This is an optimization exercise on Yosys and OpenROAD, whose aim is small area and a short achievable clock period, not a production implementation.
Only simulation tests tie the RTL to the original design; equivalence was not proved.
Power figures rest on the tool's default switching activity, not on a simulated workload.

==> flow/design.v <==
`default_nettype none
package copy_cfg_pkg;
    localparam int ADDR_W = 16;
    localparam int DATA_BYTES = 64;
    localparam int DATA_W     = DATA_BYTES * 8;
    localparam int NUM_DIMS = 6;
    localparam int REQ_W_DEFAULT = 16;
endpackage : copy_cfg_pkg
`default_nettype wire
`default_nettype none
package copy_types_pkg;
    localparam int ADDR_W   = 16;
    localparam int DATA_W   = 64 * 8;
    localparam int NUM_DIMS = 6;
    typedef struct packed {
        logic [ADDR_W-1:0]                   base;
        logic [NUM_DIMS-1:0][ADDR_W-1:0] size;
        logic [NUM_DIMS-1:0][ADDR_W-1:0] stride;
    } addr_pattern_t;
    typedef struct packed {
        logic [ADDR_W-1:0] addr;
        logic              vld;
    } rd_req_t;
    typedef struct packed {
        logic [ADDR_W-1:0] addr;
        logic [DATA_W-1:0] data;
        logic              vld;
    } wr_beat_t;
endpackage : copy_types_pkg
`default_nettype wire
`default_nettype none
module req_counter #(
    parameter int CNT_W = copy_cfg_pkg::REQ_W_DEFAULT
) (
    input  logic             clk,
    input  logic             load,
    input  logic [CNT_W-1:0] load_val,
    input  logic             dec,
    output logic [CNT_W-1:0] count
);
    always_ff @(posedge clk) begin
        if (load)     count <= load_val;
        else if (dec) count <= count - 1'b1;
    end
endmodule
`default_nettype wire
`default_nettype none
module nested_addr_gen (
    input  logic                            clk,
    input  logic                            init_pulse,
    input  logic                            prime,      
    input  copy_types_pkg::addr_pattern_t   pattern,
    input  logic                            step,
    output logic [copy_cfg_pkg::ADDR_W-1:0] addr
);
    localparam int ND = copy_cfg_pkg::NUM_DIMS;
    localparam int AW = copy_cfg_pkg::ADDR_W;
    logic [AW-1:0]          base_q;
    logic [AW-1:0]          back_q;     
    logic [ND-1:0][AW-1:0]  size_q;
    logic [ND-1:0]          tiny_q;     
    logic [ND-1:0][AW-1:0]  cnt_q;      
    logic [ND-1:0]          last_q;     
    logic [ND-1:0]          pen_q;      
    logic [ND-1:0][AW-1:0]  jmp_q;      
    logic [ND-1:0]          jmp_ok;
    logic [ND-1:0]          sel_q;      
    logic [AW-1:0]          jn_q;       
    logic                   okn_q;      
    logic [ND-1:0]          below;      
    logic [ND-1:0]          last_nx;
    logic [ND-1:0]          ok_nx;
    logic [ND-1:0]          sel_nx;
    logic [AW-1:0]          jn_nx;
    logic                   okn_nx;
    logic                   adv;        
    assign adv = step | prime;
    always_comb begin
        logic seen;
        seen = 1'b0;
        for (int d = 0; d < ND; d++) begin
            seen     = seen | sel_q[d];
            below[d] = ~seen;
        end
    end
    always_comb begin
        for (int d = 0; d < ND; d++) begin
            last_nx[d] = last_q[d];
            ok_nx[d]   = jmp_ok[d];
            if (adv) begin
                if (below[d])      last_nx[d] = tiny_q[d];
                else if (sel_q[d]) last_nx[d] = pen_q[d];
                if (sel_q[d])      ok_nx[d]   = 1'b1;
            end
        end
    end
    always_comb begin
        logic carry;
        carry = 1'b1;
        for (int d = 0; d < ND; d++) begin
            sel_nx[d] = carry & ~last_nx[d];
            carry     = carry & last_nx[d];
        end
    end
    always_comb begin
        jn_nx  = '0;
        okn_nx = 1'b0;
        for (int d = 0; d < ND; d++) begin
            jn_nx  = jn_nx | ({AW{sel_nx[d]}} & jmp_q[d]);
            okn_nx = okn_nx | (sel_nx[d] & ok_nx[d]);
        end
    end
    always_ff @(posedge clk) begin
        if (init_pulse) begin
            base_q <= pattern.base;
            size_q <= pattern.size;
            jmp_q  <= pattern.stride;
            jmp_ok <= '0;
            for (int d = 0; d < ND; d++)
                tiny_q[d] <= (pattern.size[d][AW-1:1] == '0);
        end else begin
            last_q <= last_nx;
            jmp_ok <= ok_nx;
            if (adv) begin
                addr   <= (okn_q ? addr : base_q) + jn_q;
                back_q <= (okn_q ? back_q : '0) - jn_q;
                for (int d = 0; d < ND; d++) begin
                    if (below[d]) begin
                        cnt_q[d] <= size_q[d];
                        pen_q[d] <= (size_q[d] == AW'(2));
                    end else if (sel_q[d]) begin
                        cnt_q[d] <= cnt_q[d] - 1'b1;
                        pen_q[d] <= (cnt_q[d] == AW'(3));
                    end
                    if (sel_q[d] & ~jmp_ok[d]) jmp_q[d] <= back_q + jn_q;
                end
            end
        end
    end
    always_ff @(posedge clk) begin
        if (init_pulse) begin
            sel_q <= '0;
            jn_q  <= '0;
            okn_q <= 1'b0;
        end else begin
            sel_q <= sel_nx;
            jn_q  <= jn_nx;
            okn_q <= okn_nx;
        end
    end
endmodule
`default_nettype wire
`default_nettype none
module copy_sequencer #(
    parameter int REQ_W = copy_cfg_pkg::REQ_W_DEFAULT
) (
    input  logic             clk,
    input  logic             reset_n,
    input  logic             init_pulse,
    input  logic [REQ_W-1:0] areq_num,
    input  logic             rdata_vld,
    output logic             rd_vld,      
    output logic             finish
);
    logic             active;      
    logic             rd_go;
    logic             last_pre;    
    logic [REQ_W-1:0] rd_left;     
    logic [REQ_W-1:0] rsp_left;    
    always_ff @(posedge clk or negedge reset_n) begin
        if (~reset_n)        active <= 1'b0;
        else if (init_pulse) active <= 1'b1;
    end
    assign rd_go = active & (rd_left != '0);
    req_counter #(.CNT_W(REQ_W)) u_rd_cnt (
        .clk      (clk)
    ,   .load     (init_pulse)
    ,   .load_val (areq_num)
    ,   .dec      (rd_go)
    ,   .count    (rd_left)
    );
    req_counter #(.CNT_W(REQ_W)) u_rsp_cnt (
        .clk      (clk)
    ,   .load     (init_pulse)
    ,   .load_val (areq_num)
    ,   .dec      (rdata_vld)
    ,   .count    (rsp_left)
    );
    always_ff @(posedge clk or negedge reset_n) begin
        if (~reset_n) begin
            rd_vld   <= 1'b0;
            last_pre <= 1'b0;
            finish   <= 1'b0;
        end else begin
            rd_vld   <= rd_go;
            last_pre <= (rdata_vld & (rsp_left == REQ_W'(1)))
                      | (init_pulse & (areq_num == '0));
            finish   <= last_pre;
        end
    end
endmodule
`default_nettype wire
`default_nettype none
module write_stage (
    input  logic                            clk,
    input  logic                            reset_n,
    input  logic [copy_cfg_pkg::DATA_W-1:0] rdata,
    input  logic                            rdata_vld,
    output logic [copy_cfg_pkg::DATA_W-1:0] wdata,
    output logic                            wvld
);
    always_ff @(posedge clk) begin
        wdata <= rdata;
    end
    always_ff @(posedge clk or negedge reset_n) begin
        if (~reset_n) wvld <= 1'b0;
        else          wvld <= rdata_vld;
    end
endmodule
`default_nettype wire
`default_nettype none
module strided_copy #(
    parameter int REQ_W = copy_cfg_pkg::REQ_W_DEFAULT
) (
    input  logic                            clk,
    input  logic                            reset_n,
    input  logic                            init_pulse,
    input  logic [REQ_W-1:0]                areq_num,
    input  logic [copy_cfg_pkg::ADDR_W*(1+2*copy_cfg_pkg::NUM_DIMS)-1:0] rd_pattern,
    input  logic [copy_cfg_pkg::ADDR_W*(1+2*copy_cfg_pkg::NUM_DIMS)-1:0] wr_pattern,
    input  logic [copy_cfg_pkg::DATA_W-1:0] rdata,
    input  logic                            rdata_vld,
    output logic [copy_cfg_pkg::ADDR_W-1:0] rd_req_addr,
    output logic                            rd_req_vld,
    output logic [copy_cfg_pkg::ADDR_W-1:0] wr_addr,
    output logic [copy_cfg_pkg::DATA_W-1:0] wr_data,
    output logic                            wr_vld,
    output logic                            finish
);
    copy_types_pkg::addr_pattern_t   rd_pat;
    copy_types_pkg::addr_pattern_t   wr_pat;
    logic                            prime;     
    always_ff @(posedge clk) begin
        prime <= init_pulse;
    end
    assign rd_pat = rd_pattern;
    assign wr_pat = wr_pattern;
    copy_sequencer #(.REQ_W(REQ_W)) u_seq (
        .clk        (clk)
    ,   .reset_n    (reset_n)
    ,   .init_pulse (init_pulse)
    ,   .areq_num   (areq_num)
    ,   .rdata_vld  (rdata_vld)
    ,   .rd_vld     (rd_req_vld)
    ,   .finish     (finish)
    );
    nested_addr_gen u_rd_gen (
        .clk        (clk)
    ,   .init_pulse (init_pulse)
    ,   .prime      (prime)
    ,   .pattern    (rd_pat)
    ,   .step       (rd_req_vld)
    ,   .addr       (rd_req_addr)
    );
    nested_addr_gen u_wr_gen (
        .clk        (clk)
    ,   .init_pulse (init_pulse)
    ,   .prime      (prime)
    ,   .pattern    (wr_pat)
    ,   .step       (wr_vld)
    ,   .addr       (wr_addr)
    );
    write_stage u_wr_stage (
        .clk        (clk)
    ,   .reset_n    (reset_n)
    ,   .rdata      (rdata)
    ,   .rdata_vld  (rdata_vld)
    ,   .wdata      (wr_data)
    ,   .wvld       (wr_vld)
    );
endmodule
`default_nettype wire
Settings: LEC_CHECK=0, ABC_CLOCK_PERIOD_IN_PS=2700, CAP_MARGIN=20, CORE_AREA=5 5 505 505, DIE_AREA=0 0 510 510, SETUP_SLACK_MARGIN=2.6, SLEW_MARGIN=20; clock period 5.3 ns.
standard.sh (not shown) runs the stock make flow with config.mk's settings and CLKGATE_MAP_FILE= SYNTH_SCRIPT=/design/flow/synth_recipe.tcl, a recipe that flattens the netlist after the stock synthesis.
==> flow/flow/run.sh <==
#!/bin/bash
# The standard layout, with these changes: each data bit's input and
# output pins are placed side by side (flow/pins.tcl, read just before pin
# placement), the port buffers are the smallest buffer (the resizer upsizes
# the ones on critical paths), and CTS adds no dummy loads and drives the registers through clkbuf_8. The make output
# goes to flow.log; ORFS keeps each step's log under orfs/logs/.
set -uo pipefail
export PRE_IO_PLACEMENT_TCL="$PWD/flow/pins.tcl"
export BUFFER_PORTS_ARGS="-buffer_cell sky130_fd_sc_hd__buf_1"
export CTS_ARGS="-sink_clustering_enable -repair_clock_nets -dont_use_dummy_load -buf_list {sky130_fd_sc_hd__clkbuf_8 sky130_fd_sc_hd__clkbuf_16} -root_buf sky130_fd_sc_hd__clkbuf_16 -tree_buf sky130_fd_sc_hd__clkbuf_16 -sink_clustering_buffer sky130_fd_sc_hd__clkbuf_8"
bash standard.sh > flow.log 2>&1
==> flow/flow/pins.tcl <==
# Keep each data bit's input and output pins side by side, so the register
# between them sits next to both.
for {set i 0} {$i < 512} {incr i} {
  set_io_pin_constraint -group -order -pin_names [list "rdata\[$i\]" "wr_data\[$i\]"]
}
Next try:
Settings changed: SETUP_SLACK_MARGIN 2.6 to 2.85.
What happened: The new run finished with timing, DRC and antenna clean. Setup slack gains 0.052 ns. Power came out higher by 4.1%. Combinational power came out higher by about 16%. Clock-buffer cell count came out higher by 1.
Next try:
==> flow/flow/run.sh (replaced) <==
#!/bin/bash
# The standard layout, with these changes: the port buffers are the
# smallest buffer (the resizer upsizes the ones on critical paths), and CTS
# adds no dummy loads and uses clkbuf_8 in larger sink clusters. The make
# output goes to flow.log; ORFS keeps each step's log under orfs/logs/.
set -uo pipefail
export BUFFER_PORTS_ARGS="-buffer_cell sky130_fd_sc_hd__buf_1"
export CTS_ARGS="-sink_clustering_enable -repair_clock_nets -dont_use_dummy_load -buf_list sky130_fd_sc_hd__clkbuf_8 -sink_clustering_size 20 -sink_clustering_max_diameter 60"
bash standard.sh > flow.log 2>&1
Settings changed: SETUP_SLACK_MARGIN 2.85 to 2.6.
removed: flow/flow/pins.tcl
Effect:
- The changed run produced a clean layout
- final cell count came out lower by 0.75%
- clock skew came out higher by 0.10 ns
- routed wire length came out higher by 85%
- power came out lower by 5.3%
- register-to-register slack is worse by 0.07 ns
- die area does not change
- hold slack is worse by 0.17 ns
- non-clock buffer count came out lower by 42
- utilization stays flat
- global-route usage came out higher by 13 points
- worst setup slack is worse by 0.074 ns
Next try:
==> flow/flow/run.sh (replaced) <==
#!/bin/bash
# The standard layout, with these changes: each data bit's input and
# output pins are placed side by side (flow/pins.tcl, read just before pin
# placement), the port buffers are the smallest buffer (the resizer upsizes
# the ones on critical paths), and CTS adds no dummy loads. The make output
# goes to flow.log; ORFS keeps each step's log under orfs/logs/.
set -uo pipefail
export PRE_IO_PLACEMENT_TCL="$PWD/flow/pins.tcl"
export BUFFER_PORTS_ARGS="-buffer_cell sky130_fd_sc_hd__buf_1"
export CTS_ARGS="-sink_clustering_enable -repair_clock_nets -dont_use_dummy_load"
bash standard.sh > flow.log 2>&1
==> flow/flow/pins.tcl (new file) <==
# Keep each data bit's input and output pins side by side, so the register
# between them sits next to both.
for {set i 0} {$i < 512} {incr i} {
  set_io_pin_constraint -group -order -pin_names [list "rdata\[$i\]" "wr_data\[$i\]"]
}
Settings changed: SETUP_SLACK_MARGIN 2.6 to 2.3.
Effect: The changed run produced a clean layout; register-to-register slack degrades by 0.26 ns; clock skew goes down by 0.12 ns; design area goes down by 3.4%; count of clock-buffer cells in the layout goes down by 5; area after synthesis does not change; setup slack degrades by 0.26 ns; core utilization goes down by 0.92 points; global-route usage goes down by 13 points; routed wire length goes down by 47%; critical path depth goes down by 3.
Next try:
==> flow/flow/run.sh (replaced) <==
#!/bin/bash
# The standard layout, with these changes: each data bit's input and
# output pins are placed side by side (flow/pins.tcl, read just before pin
# placement), the port buffers are the smallest buffer (the resizer upsizes
# the ones on critical paths), and CTS adds no dummy loads and drives the registers through clkbuf_8. The make output
# goes to flow.log; ORFS keeps each step's log under orfs/logs/.
set -uo pipefail
export PRE_IO_PLACEMENT_TCL="$PWD/flow/pins.tcl"
export BUFFER_PORTS_ARGS="-buffer_cell sky130_fd_sc_hd__buf_1"
export CTS_ARGS="-sink_clustering_enable -repair_clock_nets -dont_use_dummy_load -buf_list {sky130_fd_sc_hd__clkbuf_8 sky130_fd_sc_hd__clkbuf_16} -root_buf sky130_fd_sc_hd__clkbuf_16 -tree_buf sky130_fd_sc_hd__clkbuf_16 -sink_clustering_buffer sky130_fd_sc_hd__clkbuf_8"
bash standard.sh > flow.log 2>&1
Settings changed: SETUP_SLACK_MARGIN 2.3 to 2.75.
=> The changed run ran to the end with no violations. Design area rose by 2.2%. Power came out higher by 0.88%. Non-clock buffer count is higher by 80. Register-to-register slack gains 0.38 ns. Clock-buffer cell count is higher by 78. Die area does not change. Clock skew came out higher by 0.0084 ns. Synthesized cell count stays the same.
Next try:
==> flow/flow/run.sh (replaced) <==
#!/bin/bash
# The standard layout, with these changes: each data bit's input and
# output pins are placed side by side (flow/pins.tcl, read just before pin
# placement), the port buffers are the smallest buffer (the resizer upsizes
# the ones on critical paths), and CTS adds no dummy loads. The make output
# goes to flow.log; ORFS keeps each step's log under orfs/logs/.
set -uo pipefail
export PRE_IO_PLACEMENT_TCL="$PWD/flow/pins.tcl"
export BUFFER_PORTS_ARGS="-buffer_cell sky130_fd_sc_hd__buf_1"
export CTS_ARGS="-sink_clustering_enable -repair_clock_nets -dont_use_dummy_load"
bash standard.sh > flow.log 2>&1
Settings changed: SETUP_SLACK_MARGIN 2.75 to 2.6.
Outcome:
- final cell count shrinks slightly
- total power shrinks slightly
- maximum frequency shrinks by a few percent
- clock skew shrinks by 0.0039 ns
- final area shrinks slightly
- register-to-register slack is worse by 0.13 ns
- first-iteration DRC count grows slightly

-- what the ideal ports hide --
How much do the figures lean on ideal ports? The routed layouts below were timed once more, with nothing changed but the port constraints. Step 1, drivers: a clkbuf_16 drives clk and a buf_2 each remaining input, both assumed. Step 2 adds t to the input delays and takes it off the output delays; t is the mean of the earliest and latest rising clock arrival at the registers after step 1. Input paths then give back, and output paths get back, about the clock's delay inside the block. a / b / c = ideal ports / drivers / drivers and shift; a / b = the first two.
| run | shift t [ns] | setup slack, ns | hold slack, ns |
|---|---|---|---|
| the first run | 0.825 | 2.598 / 2.598 / 1.847 | 0.307 / 0.304 / 0.359 |
| the second run | 0.827 | 2.650 / 2.650 / 2.072 | 0.335 / 0.314 / 0.352 |
| the third run | 0.972 | 2.575 / 2.515 / 1.725 | 0.161 / 0.090 / 0.422 |
| the fourth run | 0.820 | 2.312 / 2.312 / 1.829 | 0.348 / 0.286 / 0.366 |
| the fifth run | 0.859 | 2.689 / 2.599 / 1.937 | 0.324 / 0.263 / 0.414 |
| the sixth run | 0.818 | 2.555 / 2.555 / 1.857 | 0.300 / 0.311 / 0.396 |
After both steps every run listed still meets setup and hold. The setup slack of the third run, which loses most, moves by -0.060 ns with the drivers and by -0.850 ns with both steps.
